Background: an optimization exercise with open tools, aiming at small area and a short achievable clock period. Do not read the settings as production practice.
Function was checked by simulation only, so behaviour that the tests miss may differ from the original.
No activity file was given, so power comes from the tool's default toggle rates.

==> flow/design.v, too long to show whole: its modules and the start of the top module <==
// module alu_decode: 76 lines
// module alu_fx_arith: 918 lines
// module alu_fx_sat: 144 lines
// module alu_bit_ops: 25 lines
// module alu_result: 52 lines
// module alu_top: 82 lines
module alu_top
#(
    parameter int INT_W  = alu_fx_pkg::INT_W_DEF,
    parameter int FRAC_W = alu_fx_pkg::FRAC_W_DEF,
    parameter int DATA_W = INT_W + FRAC_W
) (
    input  logic              i_clk,
    input  logic              i_rst_n,
    input  logic [DATA_W-1:0] i_data_a,
    input  logic [DATA_W-1:0] i_data_b,
    input  logic [alu_op_pkg::OP_W-1:0]   i_inst,
    output logic              o_busy,
    output logic              o_valid,
    output logic [DATA_W-1:0] o_data
);
  // ...
==> flow/run.sh <==
#!/bin/bash
# synth_recipe.tcl (not shown) runs the flow's synth.tcl, then flattens the netlist and writes it again
# the make line also repeats each setting of config.mk as NAME=value (left out here)
make -C /OpenROAD-flow-scripts/flow DESIGN_CONFIG=/design/flow/config.mk WORK_HOME=/design/flow/orfs CLKGATE_MAP_FILE= SYNTH_SCRIPT=/design/flow/synth_recipe.tcl finish
==> flow/config.mk <==
export PLATFORM = sky130hd
export DESIGN_NAME = alu_top
export DESIGN_NICKNAME = alu_top
export VERILOG_FILES = /design/flow/design.v
export SDC_FILE = /design/flow/constraint.sdc
export NUM_CORES = 4
export LEC_CHECK = 0
export ABC_AREA = 1
export CAP_MARGIN = 20
export CORE_MARGIN = 2
export CORE_UTILIZATION = 40
export SETUP_SLACK_MARGIN = 5
export SLEW_MARGIN = 20
==> flow/constraint.sdc <==
create_clock -name core_clock -period 10.0 [get_ports {i_clk}]
set_input_delay 2.0000 -clock core_clock [delete_from_list [all_inputs] [get_ports {i_clk}]]
set_output_delay 2.0000 -clock core_clock [all_outputs]
set_load 0.01 [all_outputs]
==> qor.yml, run 1 <==
synthMuxAreaShare: 0
synth_most_common_cell: "nand2_1"
flops_and_latches: 88
cts_buffers: 9
r2r_cells: 18
synth_simple_gate_area_frac: 0.218
p_int_uw: 1240
top_layer_used: "met4"
cp.arrival_ps: 2900
nets: 1866
max_cap_viol_count: 0
worstPathRequired_ps: 8000
reg_top3: "u_decode.o_b (16), u_decode.o_m (16), u_decode.o_x (16)"
synth_top_area_frac: 0.198
status: "finished clean"
worstSetupEndpointType: "output pin"
dp_cells: 2005
synth-xor-area-share: 0.103
power.leakage_uw: 0.00666
maxSlewViolCount: 0
p_sw_frac: 0.512
ant_nets: 0
n_all_buffers: 85
initial_core_util: 0.408
syn_inst: 1636
num_vias: 11400
crit_chain: "inv_1, fa_1, inv_2, nand3_1, nand2_2, nand2_1, nand2_2, nand3_2, nand2_4, inv_1, fa_1, xor2_1, o21ai_2, buf_2"
ys_seq_area_frac: 0.161
peakVddDrop_uv: 111
clock_area_frac: 0.0213
core_area_um2: 29700
post-route-drc-count: 0
==> module alu_fx_sat, before the edit <==
module alu_fx_sat (
    input  logic [14:0] r0,
    input  logic [14:0] r1,
    input  logic        c10,
    input  logic        t25,
    input  logic        fits0,
    input  logic        fits1,
    input  logic        sgn,
    output logic [15:0] o_res
);
    logic [14:0] q_g, q_t, q_s;
    logic [15:0] q_c;
    assign q_g[0] = r0[0] & r1[0];
    assign q_t[0] = r0[0] ^ r1[0];
    assign q_g[1] = r0[1] & r1[1];
    assign q_t[1] = r0[1] ^ r1[1];
    assign q_g[2] = r0[2] & r1[2];
    assign q_t[2] = r0[2] ^ r1[2];
    assign q_g[3] = r0[3] & r1[3];
    assign q_t[3] = r0[3] ^ r1[3];
    assign q_g[4] = r0[4] & r1[4];
    assign q_t[4] = r0[4] ^ r1[4];
    assign q_g[5] = r0[5] & r1[5];
    assign q_t[5] = r0[5] ^ r1[5];
    assign q_g[6] = r0[6] & r1[6];
    assign q_t[6] = r0[6] ^ r1[6];
    assign q_g[7] = r0[7] & r1[7];
    assign q_t[7] = r0[7] ^ r1[7];
    assign q_g[8] = r0[8] & r1[8];
    assign q_t[8] = r0[8] ^ r1[8];
    assign q_g[9] = r0[9] & r1[9];
    assign q_t[9] = r0[9] ^ r1[9];
    assign q_g[10] = r0[10] & r1[10];
    assign q_t[10] = r0[10] ^ r1[10];
    assign q_g[11] = r0[11] & r1[11];
    assign q_t[11] = r0[11] ^ r1[11];
    assign q_g[12] = r0[12] & r1[12];
    assign q_t[12] = r0[12] ^ r1[12];
    assign q_g[13] = r0[13] & r1[13];
    assign q_t[13] = r0[13] ^ r1[13];
    assign q_g[14] = r0[14] & r1[14];
    assign q_t[14] = r0[14] ^ r1[14];
    logic q_gg0, q_pp0;
    assign q_gg0 = q_g[0] | (q_t[0] & c10);
    assign q_pp0 = q_t[0] & 1'b0;
    logic q_gg1, q_pp1;
    assign q_gg1 = q_g[2] | (q_t[2] & q_g[1]);
    assign q_pp1 = q_t[2] & q_t[1];
    logic q_gg2, q_pp2;
    assign q_gg2 = q_g[4] | (q_t[4] & q_g[3]);
    assign q_pp2 = q_t[4] & q_t[3];
    logic q_gg3, q_pp3;
    assign q_gg3 = q_g[6] | (q_t[6] & q_g[5]);
    assign q_pp3 = q_t[6] & q_t[5];
    logic q_gg4, q_pp4;
    assign q_gg4 = q_g[8] | (q_t[8] & q_g[7]);
    assign q_pp4 = q_t[8] & q_t[7];
    logic q_gg5, q_pp5;
    assign q_gg5 = q_g[10] | (q_t[10] & q_g[9]);
    assign q_pp5 = q_t[10] & q_t[9];
    logic q_gg6, q_pp6;
    assign q_gg6 = q_g[12] | (q_t[12] & q_g[11]);
    assign q_pp6 = q_t[12] & q_t[11];
    logic q_gg7, q_pp7;
    assign q_gg7 = q_g[14] | (q_t[14] & q_g[13]);
    assign q_pp7 = q_t[14] & q_t[13];
    logic q_gg8, q_pp8;
    assign q_gg8 = q_g[1] | (q_t[1] & q_gg0);
    assign q_pp8 = q_t[1] & q_pp0;
    logic q_gg9, q_pp9;
    assign q_gg9 = q_gg1 | (q_pp1 & q_gg0);
    assign q_pp9 = q_pp1 & q_pp0;
    logic q_gg10, q_pp10;
    assign q_gg10 = q_g[5] | (q_t[5] & q_gg2);
    assign q_pp10 = q_t[5] & q_pp2;
    logic q_gg11, q_pp11;
    assign q_gg11 = q_gg3 | (q_pp3 & q_gg2);
    assign q_pp11 = q_pp3 & q_pp2;
    logic q_gg12, q_pp12;
    assign q_gg12 = q_g[9] | (q_t[9] & q_gg4);
    assign q_pp12 = q_t[9] & q_pp4;
    logic q_gg13, q_pp13;
    assign q_gg13 = q_gg5 | (q_pp5 & q_gg4);
    assign q_pp13 = q_pp5 & q_pp4;
    logic q_gg14, q_pp14;
    assign q_gg14 = q_g[13] | (q_t[13] & q_gg6);
    assign q_pp14 = q_t[13] & q_pp6;
    logic q_gg15, q_pp15;
    assign q_gg15 = q_gg7 | (q_pp7 & q_gg6);
    assign q_pp15 = q_pp7 & q_pp6;
    logic q_gg16, q_pp16;
    assign q_gg16 = q_g[3] | (q_t[3] & q_gg9);
    assign q_pp16 = q_t[3] & q_pp9;
    logic q_gg17, q_pp17;
    assign q_gg17 = q_gg2 | (q_pp2 & q_gg9);
    assign q_pp17 = q_pp2 & q_pp9;
    logic q_gg18, q_pp18;
    assign q_gg18 = q_gg10 | (q_pp10 & q_gg9);
    assign q_pp18 = q_pp10 & q_pp9;
    logic q_gg19, q_pp19;
    assign q_gg19 = q_gg11 | (q_pp11 & q_gg9);
    assign q_pp19 = q_pp11 & q_pp9;
    logic q_gg20, q_pp20;
    assign q_gg20 = q_g[11] | (q_t[11] & q_gg13);
    assign q_pp20 = q_t[11] & q_pp13;
    logic q_gg21, q_pp21;
    assign q_gg21 = q_gg6 | (q_pp6 & q_gg13);
    assign q_pp21 = q_pp6 & q_pp13;
    logic q_gg22, q_pp22;
    assign q_gg22 = q_gg14 | (q_pp14 & q_gg13);
    assign q_pp22 = q_pp14 & q_pp13;
    logic q_gg23, q_pp23;
    assign q_gg23 = q_gg15 | (q_pp15 & q_gg13);
    assign q_pp23 = q_pp15 & q_pp13;
    logic q_gg24, q_pp24;
    assign q_gg24 = q_g[7] | (q_t[7] & q_gg19);
    assign q_pp24 = q_t[7] & q_pp19;
    logic q_gg25, q_pp25;
    assign q_gg25 = q_gg4 | (q_pp4 & q_gg19);
    assign q_pp25 = q_pp4 & q_pp19;
    logic q_gg26, q_pp26;
    assign q_gg26 = q_gg12 | (q_pp12 & q_gg19);
    assign q_pp26 = q_pp12 & q_pp19;
    logic q_gg27, q_pp27;
    assign q_gg27 = q_gg13 | (q_pp13 & q_gg19);
    assign q_pp27 = q_pp13 & q_pp19;
    logic q_gg28, q_pp28;
    assign q_gg28 = q_gg20 | (q_pp20 & q_gg19);
    assign q_pp28 = q_pp20 & q_pp19;
    logic q_gg29, q_pp29;
    assign q_gg29 = q_gg21 | (q_pp21 & q_gg19);
    assign q_pp29 = q_pp21 & q_pp19;
    logic q_gg30, q_pp30;
    assign q_gg30 = q_gg22 | (q_pp22 & q_gg19);
    assign q_pp30 = q_pp22 & q_pp19;
    logic q_gg31, q_pp31;
    assign q_gg31 = q_gg23 | (q_pp23 & q_gg19);
    assign q_pp31 = q_pp23 & q_pp19;
    assign q_c = {q_gg31, q_gg30, q_gg29, q_gg28, q_gg27, q_gg26, q_gg25, q_gg24, q_gg19, q_gg18, q_gg17, q_gg16, q_gg9, q_gg8, q_gg0, c10};
    assign q_s = q_t ^ q_c[14:0];
    logic fits;
    assign fits = q_c[15] ? fits1 : fits0;
    assign o_res = fits ? {t25 ^ q_c[15], q_s} : {sgn, {15{~sgn}}};
endmodule
==> module alu_bit_ops, before the edit <==
module alu_bit_ops (
    input  logic        i_lfsr,
    input  logic [7:0]  i_d,
    input  logic [15:0] i_val,
    output logic [15:0] o_res
);
    logic [4:0]  i_amt;
    logic [15:0] rot;
    assign i_amt = {1'b0, i_d[3:0]} + {1'b0, i_d[7:4]};
    logic [15:0] therm;
    logic [15:0] fb;
    logic [15:0] r1, r2, r4;
    assign r1  = i_amt[0] ? {i_val[14:0], i_val[15]}  : i_val;
    assign r2  = i_amt[1] ? {r1[13:0], r1[15:14]}     : r1;
    assign r4  = i_amt[2] ? {r2[11:0], r2[15:12]}     : r2;
    assign rot = i_amt[3] ? {r4[7:0], r4[15:8]}       : r4;
    assign therm = i_amt[4] ? 16'hffff : ~(16'hffff << i_amt[3:0]);
    always_comb begin
        for (int i = 0; i < 16; i++) begin
            if (i < 8) fb[i] = i_lfsr ? (rot[(i + 14) % 16] ^ rot[(i + 13) % 16] ^ rot[(i + 11) % 16]) : 1'b1;
            else       fb[i] = 1'b1;
        end
    end
    assign o_res = rot ^ (therm & fb);
endmodule
==> module alu_result, before the edit <==
module alu_result (
    input  logic        i_clk,
    input  logic        i_rst_n,
    input  logic        i_exec,
    input  logic        i_rot_op,
    input  logic [14:0] i_r0,
    input  logic [14:0] i_r1,
    input  logic        i_c10,
    input  logic        i_t25,
    input  logic        i_fits0,
    input  logic        i_fits1,
    input  logic        i_sgn,
    input  logic [15:0] i_rot_res,
    output logic [15:0] o_data
);
    logic [14:0] rq0;
    logic [14:0] rq1;
    logic        rc10;
    logic        rt25;
    logic        rfits0;
    logic        rfits1;
    logic        rsgn;
    always_ff @(posedge i_clk or negedge i_rst_n) begin
        if (!i_rst_n) begin
            rq0    <= '0;
            rq1    <= '0;
            rc10   <= 1'b0;
            rt25   <= 1'b0;
            rfits0 <= 1'b1;
            rfits1 <= 1'b1;
            rsgn   <= 1'b0;
        end else if (i_exec) begin
            rq0    <= i_rot_op ? i_rot_res[14:0] : i_r0;
            rq1    <= i_rot_op ? 15'd0 : i_r1;
            rc10   <= i_rot_op ? 1'b0 : i_c10;
            rt25   <= i_rot_op ? i_rot_res[15] : i_t25;
            rfits0 <= i_rot_op ? 1'b1 : i_fits0;
            rfits1 <= i_rot_op ? 1'b1 : i_fits1;
            rsgn   <= i_rot_op ? 1'b0 : i_sgn;
        end
    end
    alu_fx_sat u_sat (
        .r0    (rq0),
        .r1    (rq1),
        .c10   (rc10),
        .t25   (rt25),
        .fits0 (rfits0),
        .fits1 (rfits1),
        .sgn   (rsgn),
        .o_res (o_data)
    );
endmodule
==> module alu_top, before the edit <==
module alu_top
#(
    parameter int INT_W  = alu_fx_pkg::INT_W_DEF,
    parameter int FRAC_W = alu_fx_pkg::FRAC_W_DEF,
    parameter int DATA_W = INT_W + FRAC_W
) (
    input  logic              i_clk,
    input  logic              i_rst_n,
    input  logic [DATA_W-1:0] i_data_a,
    input  logic [DATA_W-1:0] i_data_b,
    input  logic [alu_op_pkg::OP_W-1:0]   i_inst,
    output logic              o_busy,
    output logic              o_valid,
    output logic [DATA_W-1:0] o_data
);
    logic        exec;
    logic        sub;
    logic        rot;
    logic        lfsr;
    logic [15:0] m;
    logic [15:0] bq;
    logic [15:0] x;
    logic [14:0] r0;
    logic [14:0] r1;
    logic        c10;
    logic        t25;
    logic        fits0;
    logic        fits1;
    logic        sgn;
    logic [15:0] rot_res;
    alu_decode u_decode (
        .i_clk    (i_clk),
        .i_rst_n  (i_rst_n),
        .i_data_a (i_data_a),
        .i_data_b (i_data_b),
        .i_inst   (i_inst),
        .i_acc    (o_data),
        .o_busy   (o_busy),
        .o_valid  (o_valid),
        .o_exec   (exec),
        .o_sub    (sub),
        .o_rot    (rot),
        .o_lfsr   (lfsr),
        .o_m      (m),
        .o_b      (bq),
        .o_x      (x)
    );
    alu_fx_arith u_fx_arith (
        .a     (m),
        .bq    (bq),
        .x     (x),
        .sub   (sub),
        .o_r0  (r0),
        .o_r1  (r1),
        .o_c10 (c10),
        .o_t25 (t25),
        .o_fits0 (fits0),
        .o_fits1 (fits1),
        .o_sgn  (sgn)
    );
    alu_bit_ops u_bit_ops (
        .i_lfsr (lfsr),
        .i_d    (bq[7:0]),
        .i_val  (x),
        .o_res  (rot_res)
    );
    alu_result u_result (
        .i_clk       (i_clk),
        .i_rst_n     (i_rst_n),
        .i_exec      (exec),
        .i_rot_op    (rot),
        .i_r0        (r0),
        .i_r1        (r1),
        .i_c10       (c10),
        .i_t25       (t25),
        .i_fits0     (fits0),
        .i_fits1     (fits1),
        .i_sgn       (sgn),
        .i_rot_res   (rot_res),
        .o_data      (o_data)
    );
endmodule
==> inputs of run 2 (changes only) <==
--- a/flow/design.v
+++ b/flow/design.v
@@ -91,18 +91,19 @@
         o_lfsr <= is_lfsr;
     end
 endmodule
 module alu_fx_arith (
     input  logic [15:0] a,
     input  logic [15:0] bq,
     input  logic [15:0] x,
     input  logic        sub,
-    output logic [14:0] o_r0,
-    output logic [14:0] o_r1,
+    output logic [5:0] o_s,
+    output logic [8:0] o_r0,
+    output logic [8:0] o_r1,
     output logic        o_c10,
     output logic        o_t25,
     output logic        o_fits0,
     output logic        o_fits1,
     output logic        o_sgn
 );
     logic neg_0;
     logic one_0;
@@ -993,39 +994,84 @@
     logic lo_gg15, lo_pp15;
     assign lo_gg15 = lo_gg4 | (lo_pp4 & lo_gg13);
     assign lo_pp15 = lo_pp4 & lo_pp13;
     logic lo_gg16, lo_pp16;
     assign lo_gg16 = lo_gg9 | (lo_pp9 & lo_gg13);
     assign lo_pp16 = lo_pp9 & lo_pp13;
     assign lo_c = {lo_gg16, lo_gg15, lo_gg14, lo_gg13, lo_gg12, lo_gg11, lo_gg10, lo_gg6, lo_gg5, lo_gg0, 1'b0};
     assign lo_s = lo_t ^ lo_c[9:0];
-    assign o_r0  = r0[24:10];
-    assign o_r1  = r1[24:10];
-    assign o_c10 = lo_c[10];
+    logic [5:0] md_g, md_t, md_s;
+    logic [6:0] md_c;
+    assign md_g[0] = r0[10] & r1[10];
+    assign md_t[0] = r0[10] ^ r1[10];
+    assign md_g[1] = r0[11] & r1[11];
+    assign md_t[1] = r0[11] ^ r1[11];
+    assign md_g[2] = r0[12] & r1[12];
+    assign md_t[2] = r0[12] ^ r1[12];
+    assign md_g[3] = r0[13] & r1[13];
+    assign md_t[3] = r0[13] ^ r1[13];
+    assign md_g[4] = r0[14] & r1[14];
+    assign md_t[4] = r0[14] ^ r1[14];
+    assign md_g[5] = r0[15] & r1[15];
+    assign md_t[5] = r0[15] ^ r1[15];
+    logic md_gg0, md_pp0;
+    assign md_gg0 = md_g[0] | (md_t[0] & lo_c[10]);
+    assign md_pp0 = md_t[0] & 1'b0;
+    logic md_gg1, md_pp1;
+    assign md_gg1 = md_g[2] | (md_t[2] & md_g[1]);
+    assign md_pp1 = md_t[2] & md_t[1];
+    logic md_gg2, md_pp2;
+    assign md_gg2 = md_g[4] | (md_t[4] & md_g[3]);
+    assign md_pp2 = md_t[4] & md_t[3];
+    logic md_gg3, md_pp3;
+    assign md_gg3 = md_g[1] | (md_t[1] & md_gg0);
+    assign md_pp3 = md_t[1] & md_pp0;
+    logic md_gg4, md_pp4;
+    assign md_gg4 = md_gg1 | (md_pp1 & md_gg0);
+    assign md_pp4 = md_pp1 & md_pp0;
+    logic md_gg5, md_pp5;
+    assign md_gg5 = md_g[5] | (md_t[5] & md_gg2);
+    assign md_pp5 = md_t[5] & md_pp2;
+    logic md_gg6, md_pp6;
+    assign md_gg6 = md_g[3] | (md_t[3] & md_gg4);
+    assign md_pp6 = md_t[3] & md_pp4;
+    logic md_gg7, md_pp7;
+    assign md_gg7 = md_gg2 | (md_pp2 & md_gg4);
+    assign md_pp7 = md_pp2 & md_pp4;
+    logic md_gg8, md_pp8;
+    assign md_gg8 = md_gg5 | (md_pp5 & md_gg4);
+    assign md_pp8 = md_pp5 & md_pp4;
+    assign md_c = {md_gg8, md_gg7, md_gg6, md_gg4, md_gg3, md_gg0, lo_c[10]};
+    assign md_s = md_t ^ md_c[5:0];
+    assign o_s   = md_s;
+    assign o_c10 = md_c[6];    
+    assign o_r0  = r0[24:16];
+    assign o_r1  = r1[24:16];
     logic [6:0] hi0, hi1;
     assign hi0 = r0[31:25] + r1[31:25];
     assign hi1 = r0[31:25] + r1[31:25] + 7'd1;
     assign o_t25   = hi0[0];
     assign o_fits0 = (&hi0) | ~(|hi0);
     assign o_fits1 = (&hi1) | ~(|hi1);
     assign o_sgn   = hi0[6];
 endmodule
 module alu_fx_sat (
-    input  logic [14:0] r0,
-    input  logic [14:0] r1,
+    input  logic [5:0] s,
+    input  logic [8:0] r0,
+    input  logic [8:0] r1,
     input  logic        c10,
     input  logic        t25,
     input  logic        fits0,
     input  logic        fits1,
     input  logic        sgn,
     output logic [15:0] o_res
 );
-    logic [14:0] q_g, q_t, q_s;
-    logic [15:0] q_c;
+    logic [8:0] q_g, q_t, q_s;
+    logic [9:0] q_c;
     assign q_g[0] = r0[0] & r1[0];
     assign q_t[0] = r0[0] ^ r1[0];
     assign q_g[1] = r0[1] & r1[1];
     assign q_t[1] = r0[1] ^ r1[1];
     assign q_g[2] = r0[2] & r1[2];
     assign q_t[2] = r0[2] ^ r1[2];
     assign q_g[3] = r0[3] & r1[3];
     assign q_t[3] = r0[3] ^ r1[3];
@@ -1034,200 +1080,142 @@
     assign q_g[5] = r0[5] & r1[5];
     assign q_t[5] = r0[5] ^ r1[5];
     assign q_g[6] = r0[6] & r1[6];
     assign q_t[6] = r0[6] ^ r1[6];
     assign q_g[7] = r0[7] & r1[7];
     assign q_t[7] = r0[7] ^ r1[7];
     assign q_g[8] = r0[8] & r1[8];
     assign q_t[8] = r0[8] ^ r1[8];
-    assign q_g[9] = r0[9] & r1[9];
-    assign q_t[9] = r0[9] ^ r1[9];
-    assign q_g[10] = r0[10] & r1[10];
-    assign q_t[10] = r0[10] ^ r1[10];
-    assign q_g[11] = r0[11] & r1[11];
-    assign q_t[11] = r0[11] ^ r1[11];
-    assign q_g[12] = r0[12] & r1[12];
-    assign q_t[12] = r0[12] ^ r1[12];
-    assign q_g[13] = r0[13] & r1[13];
-    assign q_t[13] = r0[13] ^ r1[13];
-    assign q_g[14] = r0[14] & r1[14];
-    assign q_t[14] = r0[14] ^ r1[14];
     logic q_gg0, q_pp0;
     assign q_gg0 = q_g[0] | (q_t[0] & c10);
     assign q_pp0 = q_t[0] & 1'b0;
     logic q_gg1, q_pp1;
     assign q_gg1 = q_g[2] | (q_t[2] & q_g[1]);
     assign q_pp1 = q_t[2] & q_t[1];
     logic q_gg2, q_pp2;
     assign q_gg2 = q_g[4] | (q_t[4] & q_g[3]);
     assign q_pp2 = q_t[4] & q_t[3];
     logic q_gg3, q_pp3;
     assign q_gg3 = q_g[6] | (q_t[6] & q_g[5]);
     assign q_pp3 = q_t[6] & q_t[5];
     logic q_gg4, q_pp4;
     assign q_gg4 = q_g[8] | (q_t[8] & q_g[7]);
     assign q_pp4 = q_t[8] & q_t[7];
     logic q_gg5, q_pp5;
-    assign q_gg5 = q_g[10] | (q_t[10] & q_g[9]);
-    assign q_pp5 = q_t[10] & q_t[9];
+    assign q_gg5 = q_g[1] | (q_t[1] & q_gg0);
+    assign q_pp5 = q_t[1] & q_pp0;
     logic q_gg6, q_pp6;
-    assign q_gg6 = q_g[12] | (q_t[12] & q_g[11]);
-    assign q_pp6 = q_t[12] & q_t[11];
+    assign q_gg6 = q_gg1 | (q_pp1 & q_gg0);
+    assign q_pp6 = q_pp1 & q_pp0;
     logic q_gg7, q_pp7;
-    assign q_gg7 = q_g[14] | (q_t[14] & q_g[13]);
-    assign q_pp7 = q_t[14] & q_t[13];
+    assign q_gg7 = q_g[5] | (q_t[5] & q_gg2);
+    assign q_pp7 = q_t[5] & q_pp2;
     logic q_gg8, q_pp8;
-    assign q_gg8 = q_g[1] | (q_t[1] & q_gg0);
-    assign q_pp8 = q_t[1] & q_pp0;
+    assign q_gg8 = q_gg3 | (q_pp3 & q_gg2);
+    assign q_pp8 = q_pp3 & q_pp2;
     logic q_gg9, q_pp9;
-    assign q_gg9 = q_gg1 | (q_pp1 & q_gg0);
-    assign q_pp9 = q_pp1 & q_pp0;
+    assign q_gg9 = q_g[3] | (q_t[3] & q_gg6);
+    assign q_pp9 = q_t[3] & q_pp6;
     logic q_gg10, q_pp10;
-    assign q_gg10 = q_g[5] | (q_t[5] & q_gg2);
-    assign q_pp10 = q_t[5] & q_pp2;
+    assign q_gg10 = q_gg2 | (q_pp2 & q_gg6);
+    assign q_pp10 = q_pp2 & q_pp6;
     logic q_gg11, q_pp11;
-    assign q_gg11 = q_gg3 | (q_pp3 & q_gg2);
-    assign q_pp11 = q_pp3 & q_pp2;
+    assign q_gg11 = q_gg7 | (q_pp7 & q_gg6);
+    assign q_pp11 = q_pp7 & q_pp6;
     logic q_gg12, q_pp12;
-    assign q_gg12 = q_g[9] | (q_t[9] & q_gg4);
-    assign q_pp12 = q_t[9] & q_pp4;
+    assign q_gg12 = q_gg8 | (q_pp8 & q_gg6);
+    assign q_pp12 = q_pp8 & q_pp6;
     logic q_gg13, q_pp13;
-    assign q_gg13 = q_gg5 | (q_pp5 & q_gg4);
-    assign q_pp13 = q_pp5 & q_pp4;
+    assign q_gg13 = q_g[7] | (q_t[7] & q_gg12);
+    assign q_pp13 = q_t[7] & q_pp12;
     logic q_gg14, q_pp14;
-    assign q_gg14 = q_g[13] | (q_t[13] & q_gg6);
-    assign q_pp14 = q_t[13] & q_pp6;
-    logic q_gg15, q_pp15;
-    assign q_gg15 = q_gg7 | (q_pp7 & q_gg6);
-    assign q_pp15 = q_pp7 & q_pp6;
-    logic q_gg16, q_pp16;
-    assign q_gg16 = q_g[3] | (q_t[3] & q_gg9);
-    assign q_pp16 = q_t[3] & q_pp9;
-    logic q_gg17, q_pp17;
-    assign q_gg17 = q_gg2 | (q_pp2 & q_gg9);
-    assign q_pp17 = q_pp2 & q_pp9;
-    logic q_gg18, q_pp18;
-    assign q_gg18 = q_gg10 | (q_pp10 & q_gg9);
-    assign q_pp18 = q_pp10 & q_pp9;
-    logic q_gg19, q_pp19;
-    assign q_gg19 = q_gg11 | (q_pp11 & q_gg9);
-    assign q_pp19 = q_pp11 & q_pp9;
-    logic q_gg20, q_pp20;
-    assign q_gg20 = q_g[11] | (q_t[11] & q_gg13);
-    assign q_pp20 = q_t[11] & q_pp13;
-    logic q_gg21, q_pp21;
-    assign q_gg21 = q_gg6 | (q_pp6 & q_gg13);
-    assign q_pp21 = q_pp6 & q_pp13;
-    logic q_gg22, q_pp22;
-    assign q_gg22 = q_gg14 | (q_pp14 & q_gg13);
-    assign q_pp22 = q_pp14 & q_pp13;
-    logic q_gg23, q_pp23;
-    assign q_gg23 = q_gg15 | (q_pp15 & q_gg13);
-    assign q_pp23 = q_pp15 & q_pp13;
-    logic q_gg24, q_pp24;
-    assign q_gg24 = q_g[7] | (q_t[7] & q_gg19);
-    assign q_pp24 = q_t[7] & q_pp19;
-    logic q_gg25, q_pp25;
-    assign q_gg25 = q_gg4 | (q_pp4 & q_gg19);
-    assign q_pp25 = q_pp4 & q_pp19;
-    logic q_gg26, q_pp26;
-    assign q_gg26 = q_gg12 | (q_pp12 & q_gg19);
-    assign q_pp26 = q_pp12 & q_pp19;
-    logic q_gg27, q_pp27;
-    assign q_gg27 = q_gg13 | (q_pp13 & q_gg19);
-    assign q_pp27 = q_pp13 & q_pp19;
-    logic q_gg28, q_pp28;
-    assign q_gg28 = q_gg20 | (q_pp20 & q_gg19);
-    assign q_pp28 = q_pp20 & q_pp19;
-    logic q_gg29, q_pp29;
-    assign q_gg29 = q_gg21 | (q_pp21 & q_gg19);
-    assign q_pp29 = q_pp21 & q_pp19;
-    logic q_gg30, q_pp30;
-    assign q_gg30 = q_gg22 | (q_pp22 & q_gg19);
-    assign q_pp30 = q_pp22 & q_pp19;
-    logic q_gg31, q_pp31;
-    assign q_gg31 = q_gg23 | (q_pp23 & q_gg19);
-    assign q_pp31 = q_pp23 & q_pp19;
-    assign q_c = {q_gg31, q_gg30, q_gg29, q_gg28, q_gg27, q_gg26, q_gg25, q_gg24, q_gg19, q_gg18, q_gg17, q_gg16, q_gg9, q_gg8, q_gg0, c10};
-    assign q_s = q_t ^ q_c[14:0];
+    assign q_gg14 = q_gg4 | (q_pp4 & q_gg12);
+    assign q_pp14 = q_pp4 & q_pp12;
+    assign q_c = {q_gg14, q_gg13, q_gg12, q_gg11, q_gg10, q_gg9, q_gg6, q_gg5, q_gg0, c10};
+    assign q_s = q_t ^ q_c[8:0];
     logic fits;
-    assign fits = q_c[15] ? fits1 : fits0;
-    assign o_res = fits ? {t25 ^ q_c[15], q_s} : {sgn, {15{~sgn}}};
+    assign fits = q_c[9] ? fits1 : fits0;
+    assign o_res = fits ? {t25 ^ q_c[9], q_s, s} : {sgn, {15{~sgn}}};
 endmodule
 module alu_bit_ops (
     input  logic        i_lfsr,
     input  logic [7:0]  i_d,
     input  logic [15:0] i_val,
     output logic [15:0] o_res
 );
     logic [4:0]  i_amt;
     logic [15:0] rot;
     assign i_amt = {1'b0, i_d[3:0]} + {1'b0, i_d[7:4]};
     logic [15:0] therm;
     logic [15:0] fb;
-    logic [15:0] r1, r2, r4;
-    assign r1  = i_amt[0] ? {i_val[14:0], i_val[15]}  : i_val;
-    assign r2  = i_amt[1] ? {r1[13:0], r1[15:14]}     : r1;
-    assign r4  = i_amt[2] ? {r2[11:0], r2[15:12]}     : r2;
-    assign rot = i_amt[3] ? {r4[7:0], r4[15:8]}       : r4;
-    assign therm = i_amt[4] ? 16'hffff : ~(16'hffff << i_amt[3:0]);
+    assign rot = ({i_val, i_val} << i_amt[3:0]) >> 16;
+    always_comb begin
+        for (int i = 0; i < 16; i++) therm[i] = (5'(i) < i_amt);
+    end
     always_comb begin
         for (int i = 0; i < 16; i++) begin
             if (i < 8) fb[i] = i_lfsr ? (rot[(i + 14) % 16] ^ rot[(i + 13) % 16] ^ rot[(i + 11) % 16]) : 1'b1;
             else       fb[i] = 1'b1;
         end
     end
     assign o_res = rot ^ (therm & fb);
 endmodule
-module alu_result (
-    input  logic        i_clk,
-    input  logic        i_rst_n,
-    input  logic        i_exec,
-    input  logic        i_rot_op,
-    input  logic [14:0] i_r0,
-    input  logic [14:0] i_r1,
-    input  logic        i_c10,
-    input  logic        i_t25,
-    input  logic        i_fits0,
-    input  logic        i_fits1,
-    input  logic        i_sgn,
-    input  logic [15:0] i_rot_res,
-    output logic [15:0] o_data
+module alu_result #(
+    parameter int LOWK = 6      
+) (
+    input  logic             i_clk,
+    input  logic             i_rst_n,
+    input  logic             i_exec,
+    input  logic             i_rot_op,
+    input  logic [LOWK-1:0]  i_s,
+    input  logic [14-LOWK:0] i_r0,
+    input  logic [14-LOWK:0] i_r1,
+    input  logic             i_c,
+    input  logic             i_t25,
+    input  logic             i_fits0,
+    input  logic             i_fits1,
+    input  logic             i_sgn,
+    input  logic [15:0]      i_rot_res,
+    output logic [15:0]      o_data
 );
-    logic [14:0] rq0;
-    logic [14:0] rq1;
-    logic        rc10;
-    logic        rt25;
-    logic        rfits0;
-    logic        rfits1;
-    logic        rsgn;
+    logic [LOWK-1:0]  rs;
+    logic [14-LOWK:0] rq0;
+    logic [14-LOWK:0] rq1;
+    logic             rc;
+    logic             rt25;
+    logic             rfits0;
+    logic             rfits1;
+    logic             rsgn;
     always_ff @(posedge i_clk or negedge i_rst_n) begin
         if (!i_rst_n) begin
+            rs     <= '0;
             rq0    <= '0;
             rq1    <= '0;
-            rc10   <= 1'b0;
+            rc     <= 1'b0;
             rt25   <= 1'b0;
             rfits0 <= 1'b1;
             rfits1 <= 1'b1;
             rsgn   <= 1'b0;
         end else if (i_exec) begin
-            rq0    <= i_rot_op ? i_rot_res[14:0] : i_r0;
-            rq1    <= i_rot_op ? 15'd0 : i_r1;
-            rc10   <= i_rot_op ? 1'b0 : i_c10;
+            rs     <= i_rot_op ? i_rot_res[LOWK-1:0] : i_s;
+            rq0    <= i_rot_op ? i_rot_res[14:LOWK] : i_r0;
+            rq1    <= i_rot_op ? '0 : i_r1;
+            rc     <= i_rot_op ? 1'b0 : i_c;
             rt25   <= i_rot_op ? i_rot_res[15] : i_t25;
             rfits0 <= i_rot_op ? 1'b1 : i_fits0;
             rfits1 <= i_rot_op ? 1'b1 : i_fits1;
             rsgn   <= i_rot_op ? 1'b0 : i_sgn;
         end
     end
     alu_fx_sat u_sat (
+        .s     (rs),
         .r0    (rq0),
         .r1    (rq1),
-        .c10   (rc10),
+        .c10   (rc),
         .t25   (rt25),
         .fits0 (rfits0),
         .fits1 (rfits1),
         .sgn   (rsgn),
         .o_res (o_data)
     );
 endmodule
 module alu_top
@@ -1247,18 +1235,20 @@
 );
     logic        exec;
     logic        sub;
     logic        rot;
     logic        lfsr;
     logic [15:0] m;
     logic [15:0] bq;
     logic [15:0] x;
-    logic [14:0] r0;
-    logic [14:0] r1;
+    localparam int LOWK = 6;
+    logic [LOWK-1:0]  s;
+    logic [14-LOWK:0] r0;
+    logic [14-LOWK:0] r1;
     logic        c10;
     logic        t25;
     logic        fits0;
     logic        fits1;
     logic        sgn;
     logic [15:0] rot_res;
     alu_decode u_decode (
         .i_clk    (i_clk),
@@ -1277,38 +1267,42 @@
         .o_b      (bq),
         .o_x      (x)
     );
     alu_fx_arith u_fx_arith (
         .a     (m),
         .bq    (bq),
         .x     (x),
         .sub   (sub),
+        .o_s   (s),
         .o_r0  (r0),
         .o_r1  (r1),
         .o_c10 (c10),
         .o_t25 (t25),
         .o_fits0 (fits0),
         .o_fits1 (fits1),
         .o_sgn  (sgn)
     );
     alu_bit_ops u_bit_ops (
         .i_lfsr (lfsr),
         .i_d    (bq[7:0]),
         .i_val  (x),
         .o_res  (rot_res)
     );
-    alu_result u_result (
+    alu_result #(
+        .LOWK (LOWK)
+    ) u_result (
         .i_clk       (i_clk),
         .i_rst_n     (i_rst_n),
         .i_exec      (exec),
         .i_rot_op    (rot),
+        .i_s         (s),
         .i_r0        (r0),
         .i_r1        (r1),
-        .i_c10       (c10),
+        .i_c         (c10),
         .i_t25       (t25),
         .i_fits0     (fits0),
         .i_fits1     (fits1),
         .i_sgn       (sgn),
         .i_rot_res   (rot_res),
         .o_data      (o_data)
     );
 endmodule
==> run 2 against run 1 <==
Effect of this change: setup slack gained 6.0 ps; clock power shrank 1%; power shrank 4.2%; still clean; cell count shrank 0.78%; critical path type unchanged; core utilization grew 1.4 points.
==> qor.yml, run 2 <==
status: "finished clean"
clock-root-buffer: "clkbuf_16"
initial_core_util: 0.408  # about the same
final_layout_size_suffix_gt1_frac: 0.109
netlist_area_um2: 11800
ant_nets: 0  # unchanged
grt_start_max_net_pins: 34
num_vias: 11000  # -3.8%
grt_overflow_total: 0
tightest_slew_ps: 1010
synth_common_cells: "nand2_1 (283), inv_1 (263), xor2_1 (139)"
drt-wirelength-per-cell_um: 19.5
r2r_cells: 21  # +3
hold_viol_final: 0
synth_area_leaders: "fa_1 (21%), xor2_1 (10%), nand2_1 (9.0%)"
fill_cells: 2911
ys_seq_area_frac: 0.153  # -0.00797
power_density_nw_per_um2: 181
ys_ff_latch: 82
synthMuxAreaShare: 0  # unchanged
crit_path_top_delay_cell: "dfrtp_1"
diodes: 0
start_kind: "flip-flop"
synth-xor-area-share: 0.107  # +0.00454
detail_route.first_pass.iterations: 6
dp_slack_ps: 4090
synth_ff_type: "dfxtp_1"
worst-path-stages: 11
crit_type: "reg -> out"
crit_chain: "ha_1, a21o_1, a221oi_2, nand2_2, nand2_2, nand2_2, nand2_1, nand2_4, buf_4, o21ai_2, dlygate4sd2_1"
hold_buffers: 0
postPlaceCellArea_um2: 12500
io_buffers: 55
startpoint: "u_result.rq1[4]"
fp.dieW_um: 176
wl_um: 39600
final_common_cell: "nand2_1"
setup_ws_ps: 5100
rsz0062_at_grt: "yes"
peakVddDrop_uv: 91.1  # -18%
grt_antenna_before_repair: 0
grt.total_usage: 0.256
max_stage_delay_ps: 390
period_minus_slack_ps: 4900
setup-tns-final_ps: 0
place_congestion: 1.00
clock_sinks: 82
htree_levels: 3
final_cell_mix: "nand2_1 (263), inv_1 (257), xor2_1 (139)"
dr.first_iter.drc_count: 1209
grt_pass1_wl_um: 60500
max_cap_viol_count: 0  # unchanged
viasPerCell: 5.41
synth_top_area_frac: 0.209  # +0.0110
clk_path_buf_depth: 2
reg_top3: "u_decode.o_b (16), u_decode.o_m (16), u_decode.o_x (16)"
slew_headroom: 0.324
areaGrowthSynthToFinish_pct: 14.5
maxSlewViolCount: 0  # unchanged
synth_top_cell_by_area: "fa_1"
path_buf_inv: 2
synth_most_common_cell: "nand2_1"
ios: 56
cp-endpoint: "o_data[8]"
dieHeight_um: 176
ff2ff_setup_slack_ps: 5190
reg2reg_from: "u_decode.o_b[0]"
synth_top_family_by_area: "adder cells"
synth-warning-count: 6
cp_max_fo: 4
async_reset_ff_frac: 0.378
final_core_util: 0.467
worstSetupEndpointType: "output pin"
worstPathRequired_ps: 8000  # about the same
finClkSkew_ps: 12.1
nets: 1858  # -0.43%
die_area_um2: 30800
syn-num-nets: 1810
path_clk_slew_ps: 60
cts_tree: "built"
setup_viol: 0
synth_simple_gate_area_frac: 0.208  # -0.0105
crit_family: "compound AO/OA/AOI/OAI gates"
hpwl_um: 31900
avgSynthCellArea_um2: 7.39
max_freq_mhz: 204
grt_pass1_vias: 10400
synth_compound_area_frac: 0.145
clk_latency_ps: 360
core_area_um2: 28900  # -2.9%
syn_inst: 1594  # -2.6%
power.leakage_uw: 0.00679  # +2.0%
cts_buffers: 9  # unchanged
fp-row-count: 62
cp.arrival_ps: 2900  # about the same
hp-class: "reg -> reg"
ys_types: 50
regToRegEndpoint: "u_result.rs[4]"
post-route-period-util: 0.490
post-route-drc-count: 0  # unchanged
synthAdderAreaFrac: 0.267
fin_area_um2: 13500
cp_common_cell: "nand2_2"
synth_edf_count: 0
==> run 2: changes by cell type after synthesis, sizes merged, moves of 3 or more <==
cell and delta:
a21oi -5, a22o -3, a31oi +3, buf -3, dfrtp -6, fa +3, inv +14, nand2 -21
nand3 -20, o211ai -3, o22ai -3, xor2 +3
==> run 2: cell families after synthesis <==
family | after synthesis
simple gates | 547
buf+inv | 351
compound gates | 292
fa+ha+maj | 178
xor+xnor | 144
flops | 82
==> run 2: area by class of cell <==
cell class | instances | area [µm²] | share of cell area
clock inverters | 6 | 52.6 | 0.00390
repair inverters | 1 | 5.00 | 0.000371
clock buffers | 10 | 239 | 0.0177
flip-flops and latches | 82 | 1820 | 0.135
well taps | 384 | 480 | 0.0356
multi-input cells | 1161 | 8810 | 0.653
inverters | 272 | 1050 | 0.0777
repair buffers | 115 | 1030 | 0.0765
==> run 2: routing by layer <==
metal  global-route usage  vias to the layer above  part of all wire
li1                     -                     5231                 -
met2                0.412                      465              0.46
met3               0.0519                       60             0.079
met5                    0                        -                 0
met1                0.349                     5227              0.43
met4               0.0775                        0             0.030
==> run 2: metrics by stage <==
stage / hold WS, ps / std cells / power (µW)
floorplan: 448 / 1594 / 1430
global placement: 466 / 1963 / 1950
detailed placement: 468 / 1963 / 1990
CTS: 488 / 1988 / 2370
global route: 504 / 2031 / 2650
finish: 480 / 2031 / 2440
==> run 2: power by group <==
part	internal (µW)	switching, µW	total (µW)
clock	180	153	333
combinational	645	1030	1670
sequential	381	53.4	435
total	1210	1230	2440
==> run 2: worst min-delay path by stage <==
stage / from / end / slack, ps / depth (start not counted)
2_1_floorplan: u_decode.state[1] / u_decode.state[1] / 450 / 2
3_3_place_gp: u_decode.state[1] / u_decode.state[1] / 470 / 2
3_5_place_dp: u_result.rs[0] / u_result.rs[0] / 470 / 2
4_1_cts: u_result.rq0[0] / u_result.rq0[0] / 490 / 2
5_1_grt: u_result.rq0[8] / u_result.rq0[8] / 500 / 2
6_report: u_result.rq0[0] / u_result.rq0[0] / 480 / 2
==> run 2: what timing repair did <==
action	CTS	global route
buffers inserted	9	42
gates resized for setup	59	53
pin swaps	4	6
setup endpoints to repair	27	26
gates cloned	0	1
==> run 2: worst register-to-register path: cells and delay by family (launching register included) <==
kind            cells  cell delay (ps)
fa+ha+maj           6             2310
flops               1              520
xor+xnor            2              270
compound gates      5              760
simple gates        3              290
buf+inv             5              590
==> inputs of run 3 (changes only) <==
--- a/flow/design.v
+++ b/flow/design.v
@@ -1147,10 +1147,12 @@
     assign i_amt = {1'b0, i_d[3:0]} + {1'b0, i_d[7:4]};
     logic [15:0] therm;
     logic [15:0] fb;
-    assign rot = ({i_val, i_val} << i_amt[3:0]) >> 16;
-    always_comb begin
-        for (int i = 0; i < 16; i++) therm[i] = (5'(i) < i_amt);
-    end
+    logic [15:0] r1, r2, r4;
+    assign r1  = i_amt[0] ? {i_val[14:0], i_val[15]}  : i_val;
+    assign r2  = i_amt[1] ? {r1[13:0], r1[15:14]}     : r1;
+    assign r4  = i_amt[2] ? {r2[11:0], r2[15:12]}     : r2;
+    assign rot = i_amt[3] ? {r4[7:0], r4[15:8]}       : r4;
+    assign therm = i_amt[4] ? 16'hffff : ~(16'hffff << i_amt[3:0]);
     always_comb begin
         for (int i = 0; i < 16; i++) begin
             if (i < 8) fb[i] = i_lfsr ? (rot[(i + 14) % 16] ^ rot[(i + 13) % 16] ^ rot[(i + 11) % 16]) : 1'b1;
==> run 3 against run 2 <==
Effect of this change: sequential power is 1% lower; area after synthesis is 1.1% lower; power is 7.1% lower; setup slack better by 100 ps; largest power group unchanged; cell count is 1.1% lower; still clean; critical path type is now reg -> reg.
==> qor.yml, run 3 <==
status: "finished clean"
place_congestion: 0.980  # -2.0%
grt_busiest_layer: "met2"
hold_viol_final: 0  # unchanged
met1_usage: 0.365  # +0.0169
reg2reg_from: "u_decode.o_m[3]"
synth_edf_count: 0  # unchanged
crit_type: "reg -> reg"
synth_top_family_by_area: "adder cells"
diodes: 0  # unchanged
hpwl_um: 31300  # -1.8%
detail_route.first_pass.iterations: 6  # unchanged
cts_tree: "built"
power.leakage_uw: 0.00652  # -4.0%
netlist_area_um2: 11600  # -1.1%
areaGrowthSynthToFinish_pct: 11.9
grt_overflow_total: 0  # unchanged
gr-usage-met2: 0.425  # +0.0136
power_density_nw_per_um2: 174  # -3.8%
ys_seq_area_frac: 0.154  # +0.00172
io_buffers: 55  # unchanged
r2r_cells: 20  # -4.8%
max_freq_mhz: 208  # +2.1%
maxSlewViolCount: 0  # unchanged
peakVddDrop_uv: 110  # +21%
finClkSkew_ps: 13.8  # +1.70 ps
holdPathEnd: "u_decode.state[0]"
viasPerCell: 5.55  # +2.6%
avgSynthCellArea_um2: 7.27  # -1.6%
nets: 1836  # -1.2%
grt.total_usage: 0.262  # +0.00573
min_from: "u_decode.state[0]"
final_common_cell: "nand2_1"
syn-num-nets: 1818  # +0.44%
worstSetupEndpointType: "flip-flop"
final_layout_size_suffix_gt1_frac: 0.0757  # -0.0336
synth_most_common_cell: "nand2_1"
tightest_slew_ps: 1060  # +48.5 ps
htree_levels: 3  # unchanged
synth_top_cell_by_area: "fa_1"
postPlaceCellArea_um2: 12400  # -1.0%
synth_ff_type: "dfxtp_1"
rsz0062_at_grt: "yes"
setup_viol: 0  # unchanged
clock-root-buffer: "clkbuf_16"
ant_nets: 0  # unchanged
synth_top_area_frac: 0.211  # +0.00236
ys_ff_latch: 82  # unchanged
synth_compound_area_frac: 0.150  # +0.00496
wl_um: 39400  # -0.28%
grt_start_max_net_pins: 33  # -2.9%
die_area_um2: 30500  # -1.1%
synth_common_cells: "nand2_1 (319), inv_1 (243), nand3_1 (139)"
ios: 56  # unchanged
cts_buffers: 9  # unchanged
synth_simple_gate_area_frac: 0.211  # +0.00342
initial_core_util: 0.406  # -0.00237
clk_latency_ps: 360  # about the same
holdPathStages: 1  # -1
dr.first_iter.drc_count: 1260  # +4.2%
fp.dieW_um: 175  # -0.55%
synthAdderAreaFrac: 0.270  # +0.00302
reg_top3: "u_decode.o_b (16), u_decode.o_m (16), u_decode.o_x (16)"
path_clk_slew_ps: 70  # about the same
post-route-period-util: 0.480  # -0.00995
ys_types: 46  # -8.0%
num_vias: 11100  # +1.5%
async_reset_ff_frac: 0.378  # unchanged
gr-usage-met3: 0.0339  # -0.0180
synth-warning-count: 6  # unchanged
setup-tns-final_ps: 0  # unchanged
regToRegEndpoint: "u_result.rs[4]"
hp-class: "reg -> reg"
grt_antenna_before_repair: 0  # unchanged
syn_inst: 1602  # +0.50%
grt_pass1_vias: 10900  # +4.5%
cp_max_fo: 15  # +11
synth-xor-area-share: 0.0992  # -0.00782
dieHeight_um: 175  # -0.55%
clk_path_buf_depth: 2  # unchanged
period_minus_slack_ps: 4800  # -99.5 ps
final_core_util: 0.454  # -0.0135
fin_hold_ws_ps: 475  # -4.38 ps
fin_area_um2: 13000  # -3.4%
start_kind: "flip-flop"
core_area_um2: 28700  # -0.54%
post-route-drc-count: 0  # unchanged
ff2ff_setup_slack_ps: 5200  # about the same
cp.arrival_ps: 5080  # +2180 ps
layout.cells.non_filler: 2009  # -1.1%
synthMuxAreaShare: 0  # unchanged
max_cap_viol_count: 0  # unchanged
slew_headroom: 0.291  # -0.0325
synth_area_leaders: "fa_1 (21%), nand2_1 (10%), xor2_1 (9.4%)"
drt-wirelength-per-cell_um: 19.6  # +0.81%
worstPathRequired_ps: 10280  # +2280 ps
dp_cells: 1967  # +0.20%
fp-row-count: 62  # unchanged
clock_sinks: 82  # unchanged
grt_pass1_wl_um: 62100  # +2.5%
final_cell_mix: "nand2_1 (297), inv_1 (240), nand3_1 (139)"
## run 3: cell types whose count changed after synthesis, sizes merged, moves of 6 or more
cell	change
nor2	+7
o22ai	-13
o211ai	+11
buf	+6
xor2	-14
inv	-24
nand2	+26
## run 3: cell families after synthesis
family,Yosys count
XOR/XNOR,132
flip-flops,82
AO/OA/AOI/OAI,300
buffers and inverters,334
adder cells (fa/ha/maj),178
AND/OR/NAND/NOR,576
## run 3: final cells by class
class                      instances  area (µm²)
timing repair buffer              91         828
multi-input combinational       1186        8650
inverter                         250         962
tap                              384         480
sequential                        82        1820
clock buffer                       9         225
fill                            2959       15700
clock inverter                     7        58.8
## run 3: power by group
| part | internal [µW] | switching (µW) |
|---|---|---|
| combinational | 575 | 934 |
| clock | 173 | 155 |
| sequential | 381 | 48.8 |
## run 3: what timing repair did
action / in CTS / in global routing
endpoints found under the setup margin: 26 / 27
setup buffers: 7 / 19
gates resized for setup: 55 / 30
hold buffers: 0 / 0
pin swaps: 1 / 2
cloned: 0 / 0
## run 3: how the worst max path moves through the flow
| stage | from | to |
|---|---|---|
| 5_1_grt | u_decode.o_b[4] | u_result.rs[4] |
| 3_3_place_gp | u_decode.o_b[9] | u_result.rs[4] |
| 2_1_floorplan | u_decode.o_b[5] | u_result.rs[4] |
| 4_1_cts | u_decode.o_b[9] | u_result.rs[4] |
| 3_5_place_dp | u_decode.o_b[7] | u_result.rs[4] |
| 6_report | u_decode.o_m[3] | u_result.rs[4] |
## run 3: stage by stage
step | power [µW] | setup WS, ps
detailed placement | 1910 | 4150
global route | 2490 | 4900
CTS | 2250 | 4920
finish | 2270 | 5200
floorplan | 1400 | 5070
global placement | 1900 | 4270
## run 3: layer usage
metal / routed length, µm / share of wire
met3: 2700 / 0.069
met2: 18200 / 0.46
met5: 0 / 0
met4: 1130 / 0.029
met1: 17400 / 0.44
## run 3: critical path: stages (launching register included)
cell and delay [ps]:
dfxtp_1 320, inv_1 470, o22ai_1 220, xor2_1 200, ha_1 320, fa_1 480, inv_1 50, fa_1 470
inv_1 40, ha_1 280, a21o_1 190, a21oi_1 130, nand2_1 130, fa_2 400, nand3_1 80, nand2_1 90
fa_1 380, xnor2_1 130, o21ai_0 140, inv_1 50, a21oi_1 140
==> inputs of run 4 (changes only) <==
==> flow/flow/run.sh (new file) <==
#!/bin/bash
# The standard layout (standard.sh: same synthesis, constraints, clock
# period and steps) with two of ORFS's own settings changed:
#  - every port still gets its buffer, but a sky130_fd_sc_hd__buf_2 instead
#    of the clkdlybuf4s50_1 that buffer_ports picks by default;
set -euo pipefail
bash standard.sh SETUP_SLACK_MARGIN=5.5 "BUFFER_PORTS_ARGS=-buffer_cell sky130_fd_sc_hd__buf_2" finish > standard_flow.log 2>&1
==> flow/standard.sh (new file) <==
#!/bin/bash
# synth_recipe.tcl (not shown) runs the flow's synth.tcl, then flattens the netlist and writes it again
# the make line also repeats each setting of config.mk as NAME=value (left out here)
make -C /OpenROAD-flow-scripts/flow DESIGN_CONFIG=/design/flow/config.mk WORK_HOME=/design/flow/orfs CLKGATE_MAP_FILE= SYNTH_SCRIPT=/design/flow/synth_recipe.tcl "${@:-finish}"
--- a/flow/config.mk
+++ b/flow/config.mk
@@ -9,5 +9,4 @@
 export CAP_MARGIN = 20
 export CORE_MARGIN = 2
 export CORE_UTILIZATION = 40
-export SETUP_SLACK_MARGIN = 5
 export SLEW_MARGIN = 20
removed: flow/run.sh
==> run 4 against run 3 <==
Effect of this change: highest routed layer unchanged; sequential share of layout area fell by 0.60 points; via count grew 3.7%; fmax up 5.5%; clock power up 7.6%; synthesized cell count is the same; flip-flop and latch count stayed put; largest cell class unchanged; die area stayed put; cell area increased by 5.6%; combinational power grew 19%; largest power group unchanged; critical path type is now reg -> out; non-clock buffer count increased by 48.
==> qor.yml, run 4 <==
worstPathRequired_ps: 8000  # -2280 ps
max_cap_viol_count: 0  # unchanged
cts_buffers: 9  # unchanged
peakVddDrop_uv: 105  # -4.3%
power_density_nw_per_um2: 188  # +7.9%
detail_route.first_pass.iterations: 6  # unchanged
die_area_um2: 30500  # unchanged
syn_inst: 1602  # unchanged
grt_start_max_net_pins: 33  # unchanged
cp_common_cell: "nand2_4"
period_minus_slack_ps: 4550  # -251 ps
grt_overflow_total: 0  # unchanged
final_cell_mix: "nand2_1 (277), inv_1 (226), nand3_1 (135)"
fin_area_um2: 13800  # +5.6%
cts_tree: "built"
slew_headroom: 0.300  # +0.00923
synth_top_area_frac: 0.211  # unchanged
setup-tns-final_ps: 0  # unchanged
nets: 1886  # +2.7%
synth_area_leaders: "fa_1 (21%), nand2_1 (10%), xor2_1 (9.4%)"
post-route-drc-count: 0  # unchanged
dieHeight_um: 175  # unchanged
synth_ff_type: "dfxtp_1"
status: "finished clean"
synth_edf_count: 0  # unchanged
crit_type: "reg -> out"
async_reset_ff_frac: 0.378  # unchanged
ys_types: 46  # unchanged
synth-warning-count: 6  # unchanged
crit_path_top_delay_cell: "dfrtp_1"
htree_levels: 3  # unchanged
syn-num-nets: 1818  # unchanged
ant_nets: 0  # unchanged
hold_viol_final: 0  # unchanged
crit_chain: "ha_4, a21o_1, a221oi_2, nand2_4, nand2_4, nand3b_1, nand2_4, nand2_8, nand2_4, buf_2"
areaGrowthSynthToFinish_pct: 18.1
diodes: 0  # unchanged
start_kind: "flip-flop"
io_buffers: 55  # unchanged
maxSlewViolCount: 0  # unchanged
hpwl_um: 30900  # -1.4%
initial_core_util: 0.406  # unchanged
setup_ws_ps: 5450  # +251 ps
drt-wirelength-per-cell_um: 19.8  # +0.92%
viasPerCell: 5.61  # +1.2%
setup_viol: 0  # unchanged
wl_um: 40800  # +3.4%
num_vias: 11600  # +3.7%
clk_latency_ps: 360  # about the same
fp-row-count: 62  # unchanged
finClkSkew_ps: 12.0  # -1.83 ps
max_stage_delay_ps: 410  # -70 ps
ys_ff_latch: 82  # unchanged
grt.total_usage: 0.264  # +0.00191
fp.dieW_um: 175  # unchanged
core_area_um2: 28700  # unchanged
synth_most_common_cell: "nand2_1"
dr.first_iter.drc_count: 1381  # +9.6%
clock_sinks: 82  # unchanged
final_layout_size_suffix_gt1_frac: 0.186  # +0.111
postPlaceCellArea_um2: 12100  # -2.2%
clock-root-buffer: "clkbuf_16"
power.leakage_uw: 0.00675  # +3.4%
cp_max_fo: 8  # -7
path_clk_slew_ps: 60  # about the same
layout.cells.non_filler: 2059  # +2.5%
netlist_area_um2: 11600  # unchanged
clk_path_buf_depth: 2  # unchanged
tightest_slew_ps: 1050  # -13.8 ps
hp-class: "reg -> reg"
place_congestion: 0.966  # -1.4%
dp_slack_ps: 4320  # +171 ps
cp.arrival_ps: 2550  # -2530 ps
grt_pass1_vias: 11000  # +0.38%
ios: 56  # unchanged
final_core_util: 0.479  # +0.0252
avgSynthCellArea_um2: 7.27  # unchanged
rsz0062_at_grt: "yes"
synth_common_cells: "nand2_1 (319), inv_1 (243), nand3_1 (139)"
hold_buffers: 0  # unchanged
worstSetupEndpointType: "output pin"
max_freq_mhz: 220  # +5.5%
final_common_cell: "nand2_1"
dp_cells: 1961  # -0.31%
grt_antenna_before_repair: 0  # unchanged
ys_seq_area_frac: 0.154  # unchanged
synth_top_cell_by_area: "fa_1"
reg_top3: "u_decode.o_b (16), u_decode.o_m (16), u_decode.o_x (16)"
grt_pass1_wl_um: 62600  # +0.82%
post-route-period-util: 0.455  # -0.0251
[run 4: worst paths after layout]
check / from / end / slack (ps) / cells after the start
max in group asynchronous: i_rst_n / u_result.rq0[3] / 7840 / 1
setup reg to reg: u_decode.o_m[9] / u_result.rs[3] / 5530 / 16
hold reg to reg: u_decode.state[0] / u_decode.state[0] / 480 / 1
hold / removal: u_decode.state[0] / u_decode.state[0] / 480 / 1
min in group asynchronous: i_rst_n / u_result.rsgn / 1700 / 1
setup / recovery: u_result.rq0[4] / o_data[9] / 5450 / 10
[run 4: area by class of cell]
| class | count | area [µm²] |
|---|---|---|
| fillers | 2882 | 14900 |
| multi-input cells | 1188 | 9160 |
| flip-flops and latches | 82 | 1840 |
| inverters | 250 | 1010 |
| repair buffers | 139 | 961 |
| well taps | 384 | 480 |
| clock buffers | 9 | 225 |
| clock inverters | 7 | 78.8 |
[run 4: repair_timing]
action,in CTS,in global routing
gates cloned,1,2
gates resized for setup,96,91
buffers inserted,54,25
endpoints found under the setup margin,44,26
pin swaps,19,38
[run 4: cells by family after synthesis]
family          synth area share
compound gates             0.150
xor+xnor                  0.0992
fa+ha+maj                  0.270
buf+inv                    0.115
flops                      0.154
simple gates               0.211
[run 4: metal layers]
| metal | track usage | share of wire |
|---|---|---|
| met1 | 0.373 | 0.43 |
| met3 | 0.0324 | 0.076 |
| met2 | 0.431 | 0.46 |
| met4 | 0.0646 | 0.030 |
| met5 | 0 | 0 |
[run 4: critical path: cells and delay by family (launching register included)]
kind	cells	cell delay, ps
AO/OA/AOI/OAI	2	520
flip-flops	1	410
AND/OR/NAND/NOR	6	850
buffers and inverters	1	150
adder cells (fa/ha/maj)	1	260
[run 4: stage by stage]
step,power [µW],hold slack [ps]
2_1_floorplan,1410,448
4_1_cts,2360,482
5_1_grt,2790,498
3_5_place_dp,1900,467
6_report,2580,478
3_3_place_gp,1880,457
[run 4: power by group]
part / switching, µW / internal (µW)
Sequential: 55.0 / 381
Clock: 155 / 198
Combinational: 1070 / 720
==> inputs of run 5 (changes only) <==
--- a/flow/config.mk
+++ b/flow/config.mk
@@ -8,5 +8,5 @@
 export ABC_AREA = 1
 export CAP_MARGIN = 20
 export CORE_MARGIN = 2
-export CORE_UTILIZATION = 40
+export CORE_UTILIZATION = 30
 export SLEW_MARGIN = 20
==> run 5 against run 4 <==
Effect of this change: synthesized cell count unchanged; core utilization down 12 points; die area up 33%; sequential power down 0.9%; critical path type unchanged; critical endpoint is now o_data[10]; largest power group unchanged; highest routed layer is now met5.
==> qor.yml, run 5 <==
multi_input_area_um2: 9020  # -1.6%
dr.first_iter.drc_count: 1190  # -14%
hold_viol_final: 0  # unchanged
slew_headroom: 0.315  # +0.0147
async_reset_ff_frac: 0.378  # unchanged
setup-tns-final_ps: 0  # unchanged
drt-wirelength-per-cell_um: 18.5  # -6.5%
synth_edf_count: 0  # unchanged
final_common_cell: "nand2_1"
synth-warning-count: 6  # unchanged
hpwl_um: 31600  # +2.4%
setup_ws_ps: 5470  # +20.9 ps
dp_cells: 2094  # +6.8%
cp.arrival_ps: 2530  # -20 ps
synth_common_cells: "nand2_1 (319), inv_1 (243), nand3_1 (139)"
synth_most_common_cell: "nand2_1"
power.leakage_uw: 0.00672  # -0.41%
synthMuxAreaShare: 0  # unchanged
worstPathRequired_ps: 8000  # about the same
ys_ff_latch: 82  # unchanged
worstSetupEndpointType: "output pin"
final_layout_size_suffix_gt1_frac: 0.184  # -0.00201
initial_core_util: 0.303  # -0.103
synth-xor-area-share: 0.0992  # unchanged
grt_overflow_total: 0  # unchanged
detail_route.first_pass.iterations: 6  # unchanged
synth_compound_area_frac: 0.150  # unchanged
clock-root-buffer: "clkbuf_16"
final_cell_mix: "nand2_1 (279), inv_1 (222), nand3_1 (136)"
path_buf_inv: 2  # +1
ys_seq_area_frac: 0.154  # unchanged
fin_area_um2: 13800  # +0.19%
synthAdderAreaFrac: 0.270  # unchanged
nets: 1888  # +0.11%
fill_cells: 4073  # +41%
post-route-drc-count: 0  # unchanged
grt_pass1_wl_um: 62300  # -0.38%
die_area_um2: 40400  # +33%
postPlaceCellArea_um2: 12200  # +1.3%
start_kind: "flip-flop"
reg_top3: "u_decode.o_b (16), u_decode.o_m (16), u_decode.o_x (16)"
wl_um: 40700  # -0.28%
rsz0062_at_grt: "yes"
holdPathStages: 1  # unchanged
syn-num-nets: 1818  # unchanged
io_buffers: 55  # unchanged
synth_top_cell_by_area: "fa_1"
max_cap_viol_count: 0  # unchanged
synth_top_family_by_area: "adder cells"
post-route-period-util: 0.453  # -0.00209
place_congestion: 0.958  # -0.83%
synth_top_area_frac: 0.211  # unchanged
regArea_um2: 1830  # -0.27%
htree_levels: 3  # unchanged
synth_ff_type: "dfxtp_1"
max_stage_delay_ps: 420  # about the same
fin_hold_ws_ps: 474  # -4.55 ps
cp_common_cell: "nand2_2"
cts_tree: "built"
clk_path_buf_depth: 2  # unchanged
period_minus_slack_ps: 4530  # -20.9 ps
crit_path_top_delay_cell: "fa_1"
syn_inst: 1602  # unchanged
grt_antenna_before_repair: 1  # +1
num_vias: 11400  # -1.4%
worst-path-stages: 9  # -1
ios: 56  # unchanged
finClkSkew_ps: 14.1  # +2.09 ps
tightest_slew_ps: 1030  # -19.3 ps
r2r_cells: 21  # +5
synth_simple_gate_area_frac: 0.211  # unchanged
path_clk_slew_ps: 70  # about the same
ant_nets: 0  # unchanged
layout.cells.non_filler: 2195  # +6.6%
max_freq_mhz: 221  # +0.46%
cp_max_fo: 3  # -5
fp-row-count: 72  # +16%
grt_pass1_vias: 10900  # -0.93%
crit_type: "reg -> out"
peakVddDrop_uv: 109  # +3.8%
areaGrowthSynthToFinish_pct: 18.3
dieHeight_um: 201  # +15%
crit_family: "adder cells"
cts_buffers: 9  # unchanged
avgSynthCellArea_um2: 7.27  # unchanged
hold_buffers: 0  # unchanged
clk_latency_ps: 360  # about the same
power_density_nw_per_um2: 179  # -4.6%
diodes: 0  # unchanged
core_area_um2: 38500  # +34%
grt_start_max_net_pins: 33  # unchanged
ys_types: 46  # unchanged
dp_slack_ps: 4470  # +157 ps
setup_viol: 0  # unchanged
grt.total_usage: 0.198  # -0.0660
fp.dieW_um: 201  # +15%
crit_chain: "ha_1, a21oi_1, nand2_2, buf_4, fa_1, xor2_1, nand2_1, nand2_2, buf_2"
viasPerCell: 5.19  # -7.5%
synth_area_leaders: "fa_1 (21%), nand2_1 (10%), xor2_1 (9.4%)"
clock_sinks: 82  # unchanged
hp-class: "reg -> reg"
status: "finished clean"
netlist_area_um2: 11600  # unchanged
maxSlewViolCount: 0  # unchanged
==> run 5: cell counts after synthesis <==
No cell type changed its count.
==> run 5: worst register-to-register path, stage by stage, from the launching register on <==
cell and delay, ps:
dfxtp_4 470, inv_8 90, o21ai_4 240, o22ai_2 100, xor2_1 160, ha_1 310
fa_1 480, inv_1 50, fa_1 470, inv_1 60, ha_4 210, a21o_1 180
a21oi_2 110, nand2_1 80, fa_2 400, nand3_2 100, nand2_2 70, fa_2 340
xnor2_1 130, o21ai_1 120, inv_1 50, a21oi_1 140
==> run 5: final timing paths <==
check                             startpoint                 to  slack (ps)
max reg2reg                  u_decode.o_b[5]     u_result.rs[4]        5580
max                          u_result.rq1[2]         o_data[10]        5470
max in group asynchronous            i_rst_n        u_result.rc        7800
min reg2reg                u_decode.state[0]  u_decode.state[0]         470
min                        u_decode.state[0]  u_decode.state[0]         470
min in group asynchronous            i_rst_n      u_result.rsgn        1710
==> run 5: routing by layer <==
metal | global-route usage | vias to the layer above | routed length, µm
met5 | 0 | - | 13
met4 | 0.0537 | 2 | 1260
met3 | 0.0372 | 88 | 3260
met2 | 0.313 | 462 | 18000
met1 | 0.276 | 5512 | 18200
li1 | - | 5333 | -
==> run 5: area by class of cell <==
type                            count  area share
Clock buffer                        9      0.0163
Clock inverter                      7     0.00636
Inverter                          250      0.0741
Multi-Input combinational cell   1188       0.655
Sequential cell                    82       0.133
Tap cell                          518      0.0470
Timing Repair Buffer              141      0.0685
==> run 5: timing repair <==
item	CTS	global route
buffers inserted	51	32
setup endpoints to repair	41	25
cloned	1	1
resized for setup	100	62
pin swaps	18	32
==> run 5: logic make-up (layout without fill, tap and decap cells) <==
family / count (synthesis) / in the layout
buf+inv: 334 / 407
compound gates: 300 / 300
flops: 82 / 82
fa+ha+maj: 178 / 178
xor+xnor: 132 / 132
simple gates: 576 / 578
==> run 5: metrics by stage <==
step	utilization	power (µW)
finish	0.358	2470
global route	0.358	2660
CTS	0.346	2340
detailed placement	0.318	1870
global placement	0.318	1850
floorplan	-	1410
==> run 5: power breakdown <==
group	internal, µW	switching, µW	total [µW]
clock network	201	160	361
registers	381	51.8	432
logic	650	1020	1670

-- afterwards: timing with drivers on the ports --
In the flow no input, the clock included, has a driving cell. The finished layouts below were timed again as built, in two steps.
Step 1: set_driving_cell puts a clkbuf_16 on i_clk and a buf_2 on each other input, an assumption about the parent block.
Step 2 moves the port delays by t, midway between the first and last clock arrival at a register: inputs arrive t later, outputs are due t later. That takes back most of the time a late clock gives input paths.
Three values: ideal, step 1, step 2; two values: the first two.
run	t (ns)	setup slack, ns	worst setup path at the end	worst register clock-pin slew, ns
run 1	0.399	5.095 / 5.047 / 4.728	input to register	0.08 / 0.08
run 2	0.396	5.101 / 5.059 / 5.062	input to register	0.07 / 0.07
run 3	0.394	5.201 / 5.159 / 5.033	input to register	0.08 / 0.08
run 4	0.399	5.451 / 5.402 / 5.260	input to register	0.08 / 0.08
run 5	0.400	5.472 / 5.425 / 5.225	input to register	0.08 / 0.08
After both steps setup and hold are still met in every run listed. The setup slack of run 1, which loses most, moves by -0.048 ns with the drivers and by -0.367 ns with both steps.
